Source: an optimization exercise on an open RTL-to-GDS flow (aim: small area and a short achievable clock period). Production flows keep margins and buffers that such runs may drop. The RTL was checked by simulation tests, not by an equivalence proof against the original design. No activity file was given, so power comes from the tool's default toggle rates.

Design snoop_fifo_param, start of the top module:
module snoop_fifo_param #(
    parameter int unsigned WIDTH   = 64,
    parameter int unsigned DEPTH   = 48,
    parameter int unsigned KEY_W   = 16,
    parameter int unsigned KEY_LSB = 0,
    parameter int unsigned AW      = $clog2(DEPTH)
) (
    input  logic             clk,
    input  logic             rst,
    input  logic [WIDTH-1:0] wdata,
    input  logic             wvalid,
    output logic             wready,
    output logic [WIDTH-1:0] rdata,
    output logic             rvalid,
    input  logic             rready,
    input  logic [KEY_W-1:0] sdata,
    input  logic             svalid,
    output logic             sresp_valid,
    output logic             smatch,
    output logic [AW-1:0]    sage,
    output logic [AW:0]      shits,
    output logic [AW:0]      count
);
Settings: LEC_CHECK=0, CAP_MARGIN=20, CORE_MARGIN=2, CORE_UTILIZATION=60, CTS_CLUSTER_DIAMETER=100, CTS_CLUSTER_SIZE=24, SLEW_MARGIN=20, SYNTH_HIERARCHICAL=1, TNS_END_PERCENT=5; clock period 140.0 ns.
standard.sh (not shown) runs the stock make flow with config.mk's settings and CLKGATE_MAP_FILE= SYNTH_SCRIPT=/design/flow/synth_recipe.tcl, a recipe that flattens the netlist after the stock synthesis.
==> flow/flow/run.sh <==
#!/bin/bash
# The standard layout (standard.sh: the ORFS flow and synthesis, unchanged steps),
# with two make settings that only change how hard the tools work:
#  - SETUP_SLACK_MARGIN: repair_timing keeps improving the worst paths until their slack under
#    the design's own constraints is at least this much (the SDC and clock period are
#    unchanged); TNS_END_PERCENT in config.mk keeps it to the worst few endpoints;
#  - BUFFER_PORTS_ARGS: the port buffers are buf_2 cells rather than the default delay cells.
# make's full output goes to standard.log; ORFS keeps each step's own log under orfs/logs/.
set -euo pipefail
cd "$(dirname "$0")/.."
bash standard.sh SETUP_SLACK_MARGIN=110 "BUFFER_PORTS_ARGS=-buffer_cell sky130_fd_sc_hd__buf_2" finish > standard.log 2>&1
Edit:
--- a/flow/design.v
+++ b/flow/design.v
@@ -25,23 +25,14 @@
     assign y = a | b | c | d;
 endmodule
 module sf_and2 (input logic a, b, output logic y);
     assign y = a & b;
 endmodule
 module sf_xnor2 (input logic a, b, output logic y);
     assign y = ~(a ^ b);
-endmodule
-module sf_xor2 (input logic a, b, output logic y);
-    assign y = a ^ b;
-endmodule
-module sf_a21o (input logic a1, a2, b1, output logic y);
-    assign y = (a1 & a2) | b1;
-endmodule
-module sf_a221o (input logic a1, a2, b1, b2, c1, output logic y);
-    assign y = (a1 & a2) | (b1 & b2) | c1;
 endmodule
 module snoop_fifo_match (
     input  logic [15:0] m,
     output logic [4:0]  cnt,
     output logic        any,
     output logic [3:0]  idx
 );
@@ -161,15 +152,15 @@
     logic [DEPTH-1:0][KEY_W-1:0] key;
     logic [DEPTH-1:0]            occ;
     logic [DEPTH-1:0]            eq;
     logic [NGR-1:0][CW-1:0]      grp_cnt, cnt_q;
     logic [NGR-1:0][IW-1:0]      grp_idx;
     logic [NGR-1:0]              grp_any;
     logic [NGR-1:0][AW-1:0]      grp_age;
-    logic [AW-1:0]               age_d, age_q;
+    logic [AW-1:0]               age_d;
     logic [AW:0]                 count_d;
     assign push = wvalid & wready;
     assign pop  = rvalid & rready;
     always_comb begin
         case ({push, pop})
             2'b10:   count_d = count + (AW+1)'(1);
             2'b01:   count_d = count - (AW+1)'(1);
@@ -261,40 +252,19 @@
             if (grp_any[g])
                 age_d = grp_age[g];
     end
     always_ff @(posedge clk or posedge rst) begin
         if (rst) begin
             sresp_valid <= 1'b0;
             smatch      <= 1'b0;
+            sage        <= '0;
+            cnt_q       <= '0;
         end else begin
             sresp_valid <= svalid;
             smatch      <= svalid & (|grp_any);
-        end
-    end
-    always_ff @(posedge clk) begin
-        age_q <= age_d;
-        cnt_q <= grp_cnt;
-    end
-    assign sage  = sresp_valid ? age_q : '0;
-    logic [CW-1:0] cs_s;            
-    logic [CW:1]   cs_k;            
-    logic [CW-1:1] cp_p, cp_g;      
-    logic          c3, c4, c5, p43;
-    logic [AW-1:0] sum;
-    for (genvar b = 0; b < CW; b++) begin : g_csa
-        sf_fa u_fa (.a(cnt_q[0][b]), .b(cnt_q[1][b]), .c(cnt_q[2][b]), .s(cs_s[b]), .co(cs_k[b+1]));
-    end
-    for (genvar b = 1; b < CW; b++) begin : g_pg
-        sf_ha u_pg (.a(cs_s[b]), .b(cs_k[b]), .s(cp_p[b]), .co(cp_g[b]));
-    end
-    sf_a21o  u_c3  (.a1(cp_p[2]), .a2(cp_g[1]), .b1(cp_g[2]), .y(c3));
-    sf_a21o  u_c4  (.a1(cp_p[3]), .a2(c3), .b1(cp_g[3]), .y(c4));
-    sf_and2  u_p43 (.a(cp_p[4]), .b(cp_p[3]), .y(p43));
-    sf_a221o u_c5  (.a1(cp_p[4]), .a2(cp_g[3]), .b1(p43), .b2(c3), .c1(cp_g[4]), .y(c5));
-    assign sum[0] = cs_s[0];
-    assign sum[1] = cp_p[1];
-    sf_xor2 u_s2 (.a(cp_p[2]), .b(cp_g[1]), .y(sum[2]));
-    sf_xor2 u_s3 (.a(cp_p[3]), .b(c3), .y(sum[3]));
-    sf_xor2 u_s4 (.a(cp_p[4]), .b(c4), .y(sum[4]));
-    sf_xor2 u_s5 (.a(cs_k[5]), .b(c5), .y(sum[5]));
-    assign shits = sresp_valid ? (AW+1)'(sum) : '0;
-endmodule
+            sage        <= svalid ? age_d : '0;
+            for (int g = 0; g < NGR; g++)
+                cnt_q[g] <= svalid ? grp_cnt[g] : '0;
+        end
+    end
+    assign shits = (AW+1)'(cnt_q[0]) + (AW+1)'(cnt_q[1]) + (AW+1)'(cnt_q[2]);
+endmodule
Result:
- The new run finished with timing, DRC and antenna clean
- worst setup slack degrades by 0.039 ns
- via count rose by 0.46%
- sequential power is about the same
- final area came out higher by 0.64%
- total power is higher by 2.0%

========
The RTL this note starts from:
==> flow/design.v <==
package snoop_fifo_pkg;
    localparam int unsigned MAX_AW = 16;
endpackage
module sf_aoi222 (input logic a0, b0, a1, b1, a2, b2, output logic y);
    assign y = ~((a0 & b0) | (a1 & b1) | (a2 & b2));
endmodule
module sf_nand4 (input logic a, b, c, d, output logic y);
    assign y = ~(a & b & c & d);
endmodule
module sf_nor2 (input logic a, b, output logic y);
    assign y = ~(a | b);
endmodule
module sf_and3 (input logic a, b, c, output logic y);
    assign y = a & b & c;
endmodule
module sf_fa (input logic a, b, c, output logic s, co);
    assign s  = a ^ b ^ c;
    assign co = (a & b) | (a & c) | (b & c);
endmodule
module sf_ha (input logic a, b, output logic s, co);
    assign s  = a ^ b;
    assign co = a & b;
endmodule
module sf_or4 (input logic a, b, c, d, output logic y);
    assign y = a | b | c | d;
endmodule
module sf_and2 (input logic a, b, output logic y);
    assign y = a & b;
endmodule
module sf_xnor2 (input logic a, b, output logic y);
    assign y = ~(a ^ b);
endmodule
module snoop_fifo_match (
    input  logic [15:0] m,
    output logic [4:0]  cnt,
    output logic        any,
    output logic [3:0]  idx
);
    logic pc_1;
    logic pc_2;
    logic pc_3;
    logic pc_4;
    logic pc_5;
    logic pc_6;
    logic pc_7;
    logic pc_8;
    logic pc_9;
    logic pc_10;
    logic pc_11;
    logic pc_12;
    logic pc_13;
    logic pc_14;
    logic pc_15;
    logic pc_16;
    logic pc_17;
    logic pc_18;
    logic pc_19;
    logic pc_20;
    logic pc_21;
    logic pc_22;
    logic pc_23;
    logic pc_24;
    logic pc_25;
    logic pc_26;
    logic pc_27;
    logic pc_28;
    logic pc_29;
    logic pc_30;
    sf_fa u_pc_1 (.a(m[0]), .b(m[1]), .c(m[2]), .s(pc_1), .co(pc_2));
    sf_fa u_pc_3 (.a(m[3]), .b(m[4]), .c(m[5]), .s(pc_3), .co(pc_4));
    sf_fa u_pc_5 (.a(m[6]), .b(m[7]), .c(m[8]), .s(pc_5), .co(pc_6));
    sf_fa u_pc_7 (.a(m[9]), .b(m[10]), .c(m[11]), .s(pc_7), .co(pc_8));
    sf_fa u_pc_9 (.a(m[12]), .b(m[13]), .c(m[14]), .s(pc_9), .co(pc_10));
    sf_fa u_pc_11 (.a(m[15]), .b(pc_1), .c(pc_3), .s(pc_11), .co(pc_12));
    sf_fa u_pc_13 (.a(pc_5), .b(pc_7), .c(pc_9), .s(pc_13), .co(pc_14));
    sf_ha u_pc_15 (.a(pc_11), .b(pc_13), .s(pc_15), .co(pc_16));
    sf_fa u_pc_17 (.a(pc_2), .b(pc_4), .c(pc_6), .s(pc_17), .co(pc_18));
    sf_fa u_pc_19 (.a(pc_8), .b(pc_10), .c(pc_12), .s(pc_19), .co(pc_20));
    sf_fa u_pc_21 (.a(pc_14), .b(pc_17), .c(pc_16), .s(pc_21), .co(pc_22));
    sf_ha u_pc_23 (.a(pc_19), .b(pc_21), .s(pc_23), .co(pc_24));
    sf_fa u_pc_25 (.a(pc_18), .b(pc_20), .c(pc_22), .s(pc_25), .co(pc_26));
    sf_ha u_pc_27 (.a(pc_24), .b(pc_25), .s(pc_27), .co(pc_28));
    sf_ha u_pc_29 (.a(pc_26), .b(pc_28), .s(pc_29), .co(pc_30));
    assign cnt = {pc_30, pc_29, pc_27, pc_23, pc_15};
    logic [15:0] any0;
    assign any0 = 16'(m);
    logic [7:0] any1;
    logic [7:0][0:0] idx1;
    logic [3:0] any2;
    logic [3:0][1:0] idx2;
    logic [1:0] any3;
    logic [1:0][2:0] idx3;
    logic [0:0] any4;
    logic [0:0][3:0] idx4;
    always_comb begin
        for (int i = 0; i < 8; i++) begin
            any1[i] = any0[2*i+1] | any0[2*i];
            idx1[i] = any0[2*i+1];
        end
        for (int i = 0; i < 4; i++) begin
            any2[i] = any1[2*i+1] | any1[2*i];
            idx2[i] = any1[2*i+1] ? {1'b1, idx1[2*i+1]} : {1'b0, idx1[2*i]};
        end
        for (int i = 0; i < 2; i++) begin
            any3[i] = any2[2*i+1] | any2[2*i];
            idx3[i] = any2[2*i+1] ? {1'b1, idx2[2*i+1]} : {1'b0, idx2[2*i]};
        end
        for (int i = 0; i < 1; i++) begin
            any4[i] = any3[2*i+1] | any3[2*i];
            idx4[i] = any3[2*i+1] ? {1'b1, idx3[2*i+1]} : {1'b0, idx3[2*i]};
        end
    end
    assign any = any4[0];
    assign idx = idx4[0];
endmodule
module snoop_fifo_param #(
    parameter int unsigned WIDTH   = 64,
    parameter int unsigned DEPTH   = 48,
    parameter int unsigned KEY_W   = 16,
    parameter int unsigned KEY_LSB = 0,
    parameter int unsigned AW      = $clog2(DEPTH)
) (
    input  logic             clk,
    input  logic             rst,
    input  logic [WIDTH-1:0] wdata,
    input  logic             wvalid,
    output logic             wready,
    output logic [WIDTH-1:0] rdata,
    output logic             rvalid,
    input  logic             rready,
    input  logic [KEY_W-1:0] sdata,
    input  logic             svalid,
    output logic             sresp_valid,
    output logic             smatch,
    output logic [AW-1:0]    sage,
    output logic [AW:0]      shits,
    output logic [AW:0]      count
);
    localparam int unsigned NG = DEPTH / 3;     
    localparam int unsigned NK = KEY_W / 4;     
    localparam int unsigned GS = 16;            
    localparam int unsigned NGR = DEPTH / GS;   
    localparam int unsigned CW = 5;             
    localparam int unsigned IW = 4;             
    logic [DEPTH-2:0][WIDTH-1:0] mem;      
    logic                        push;
    logic                        pop;
    logic [DEPTH-1:0]            sel;
    logic [DEPTH-1:0][WIDTH-1:0] src;
    logic [WIDTH-1:0]            rd_d;
    logic [WIDTH-1:0]            rd_q;
    logic [DEPTH-1:0][KEY_W-1:0] key;
    logic [DEPTH-1:0]            occ;
    logic [DEPTH-1:0]            eq;
    logic [NGR-1:0][CW-1:0]      grp_cnt, cnt_q;
    logic [NGR-1:0][IW-1:0]      grp_idx;
    logic [NGR-1:0]              grp_any;
    logic [NGR-1:0][AW-1:0]      grp_age;
    logic [AW-1:0]               age_d;
    logic [AW:0]                 count_d;
    assign push = wvalid & wready;
    assign pop  = rvalid & rready;
    always_comb begin
        case ({push, pop})
            2'b10:   count_d = count + (AW+1)'(1);
            2'b01:   count_d = count - (AW+1)'(1);
            default: count_d = count;
        endcase
    end
    always_ff @(posedge clk or posedge rst) begin
        if (rst) begin
            count  <= '0;
            wready <= 1'b1;
            rvalid <= 1'b0;
        end else begin
            count  <= count_d;
            wready <= (count_d != (AW+1)'(DEPTH));
            rvalid <= (count_d != '0);
        end
    end
    for (genvar i = 0; i < DEPTH - 1; i++) begin : g_mem
        logic shift;
        sf_and2 u_en (.a(wvalid), .b(wready), .y(shift));
        always_ff @(posedge clk) begin
            if (shift)
                mem[i] <= (i == 0) ? wdata : mem[i-1];
        end
    end
    always_comb begin
        sel[0] = (count < (AW+1)'(2));
        for (int unsigned i = 1; i < DEPTH; i++)
            sel[i] = (count == (AW+1)'(i + 1));
        for (int unsigned i = 0; i < DEPTH; i++)
            occ[i] = (count > (AW+1)'(i));
    end
    assign src[0] = wdata;
    for (genvar i = 1; i < DEPTH; i++) begin : g_src
        assign src[i] = mem[i-1];
    end
    for (genvar b = 0; b < WIDTH; b++) begin : g_rd
        logic [NG-1:0]   t;
        logic [NG/4-1:0] u;
        for (genvar j = 0; j < NG; j++) begin : g_t
            sf_aoi222 u_t (
                .a0(src[3*j][b]),   .b0(sel[3*j]),
                .a1(src[3*j+1][b]), .b1(sel[3*j+1]),
                .a2(src[3*j+2][b]), .b2(sel[3*j+2]),
                .y (t[j])
            );
        end
        for (genvar j = 0; j < NG/4; j++) begin : g_u
            sf_nand4 u_u (.a(t[4*j]), .b(t[4*j+1]), .c(t[4*j+2]), .d(t[4*j+3]), .y(u[j]));
        end
        sf_or4 u_o (.a(u[0]), .b(u[1]), .c(u[2]), .d(u[3]), .y(rd_d[b]));
    end
    always_ff @(posedge clk) begin
        if (pop || !rvalid)
            rd_q <= rd_d;
    end
    assign rdata = rd_q;
    always_comb begin
        for (int unsigned i = 0; i < DEPTH - 1; i++)
            key[i] = mem[i][KEY_LSB +: KEY_W];
        key[DEPTH-1] = rd_q[KEY_LSB +: KEY_W];
    end
    for (genvar i = 0; i < DEPTH; i++) begin : g_eq
        logic [KEY_W-1:0] x;
        logic [NK-1:0]    n;
        logic             p, q;
        for (genvar b = 0; b < KEY_W; b++) begin : g_x
            sf_xnor2 u_x (.a(key[i][b]), .b(sdata[b]), .y(x[b]));
        end
        for (genvar j = 0; j < NK; j++) begin : g_n
            sf_nand4 u_n (.a(x[4*j]), .b(x[4*j+1]), .c(x[4*j+2]), .d(x[4*j+3]), .y(n[j]));
        end
        sf_nor2 u_p (.a(n[0]), .b(n[1]), .y(p));
        sf_nor2 u_q (.a(n[2]), .b(n[3]), .y(q));
        sf_and3 u_m (.a(p), .b(q), .c(occ[i]), .y(eq[i]));
    end
    for (genvar g = 0; g < NGR; g++) begin : g_red
        snoop_fifo_match u_red (
            .m  (eq[g*GS +: GS]),
            .cnt(grp_cnt[g]),
            .any(grp_any[g]),
            .idx(grp_idx[g])
        );
        assign grp_age[g] = AW'(count - (AW+1)'(1 + g*GS) - (AW+1)'(grp_idx[g]));
    end
    always_comb begin
        age_d = '0;
        for (int g = 0; g < NGR; g++)
            if (grp_any[g])
                age_d = grp_age[g];
    end
    always_ff @(posedge clk or posedge rst) begin
        if (rst) begin
            sresp_valid <= 1'b0;
            smatch      <= 1'b0;
            sage        <= '0;
            cnt_q       <= '0;
        end else begin
            sresp_valid <= svalid;
            smatch      <= svalid & (|grp_any);
            sage        <= svalid ? age_d : '0;
            for (int g = 0; g < NGR; g++)
                cnt_q[g] <= svalid ? grp_cnt[g] : '0;
        end
    end
    assign shits = (AW+1)'(cnt_q[0]) + (AW+1)'(cnt_q[1]) + (AW+1)'(cnt_q[2]);
endmodule
Settings: LEC_CHECK=0, CAP_MARGIN=20, CORE_MARGIN=2, CORE_UTILIZATION=68, CTS_CLUSTER_DIAMETER=100, CTS_CLUSTER_SIZE=24, SLEW_MARGIN=20, SYNTH_HIERARCHICAL=1; clock period 140.0 ns.
run.sh (not shown) runs the stock make flow with config.mk's settings and CLKGATE_MAP_FILE= SYNTH_SCRIPT=/design/flow/synth_recipe.tcl, a recipe that flattens the netlist after the stock synthesis.
Stock flow here: none of the scripts above is used.
The starting point ran to the end with no violations.
==> next run, changes <==
--- a/flow/design.v
+++ b/flow/design.v
@@ -157,5 +157,5 @@
     logic [NGR-1:0]              grp_any;
     logic [NGR-1:0][AW-1:0]      grp_age;
-    logic [AW-1:0]               age_d;
+    logic [AW-1:0]               age_d, age_q;
     logic [AW:0]                 count_d;
     assign push = wvalid & wready;
@@ -257,14 +257,15 @@
             sresp_valid <= 1'b0;
             smatch      <= 1'b0;
-            sage        <= '0;
-            cnt_q       <= '0;
         end else begin
             sresp_valid <= svalid;
             smatch      <= svalid & (|grp_any);
-            sage        <= svalid ? age_d : '0;
-            for (int g = 0; g < NGR; g++)
-                cnt_q[g] <= svalid ? grp_cnt[g] : '0;
-        end
-    end
-    assign shits = (AW+1)'(cnt_q[0]) + (AW+1)'(cnt_q[1]) + (AW+1)'(cnt_q[2]);
-endmodule
+        end
+    end
+    always_ff @(posedge clk) begin
+        age_q <= age_d;
+        cnt_q <= grp_cnt;
+    end
+    assign sage  = sresp_valid ? age_q : '0;
+    assign shits = sresp_valid ? (AW+1)'((AW+1)'(cnt_q[0]) + (AW+1)'(cnt_q[1]) + (AW+1)'(cnt_q[2]))
+                               : '0;
+endmodule
Effect:
- The changed run finished with timing, DRC and antenna clean
- via count falls slightly
- maximum frequency rose slightly
- worst hold slack gets better by 0.0063 ns
- power falls slightly
- non-clock buffer count grows by 1
- worst setup slack improved by 0.23 ns
- wire length fell slightly
- area after synthesis stays flat
- clock-buffer cell count drops by 5
- global-route usage barely changes
- synthesized cell count went down slightly
- clock power barely changes

re-timing with driven ports:
Ports are ideal in the flow. The routed layouts listed here were re-timed in OpenROAD.
Step 1 (the two cells are an assumption about what drives the block):
set clk [get_ports {clk}]
set_driving_cell -lib_cell sky130_fd_sc_hd__clkbuf_16 $clk
set_driving_cell -lib_cell sky130_fd_sc_hd__buf_2 [delete_from_list [all_inputs] $clk]
Step 2, shift: input delay + t, output delay - t, t = (earliest + latest rising clock arrival at the registers) / 2. This alone moves slack from input paths to output paths.
Three values: ideal, step 1, step 2; two values: the first two.
| run | t (ns) | slack for setup (ns) | worst setup path at the end | worst register clock-pin slew, ns |
|---|---|---|---|---|
| the first run of note 1 | 0.911 | 108.898 / 108.919 / 108.007 | input to register | 0.10 / 0.10 |
| the second run of note 1 | 0.922 | 108.859 / 108.818 / 107.896 | input to register | 0.11 / 0.11 |
| the first run of note 2 | 0.903 | 107.825 / 107.888 / 106.985 | input to register | 0.10 / 0.10 |
| the second run of note 2 | 0.895 | 108.060 / 108.128 / 107.233 | input to register | 0.11 / 0.11 |
After both steps every run listed still meets setup and hold. For the second run of note 1, which loses most, drivers alone change the setup slack by -0.041 ns; drivers and shift together by -0.963 ns.
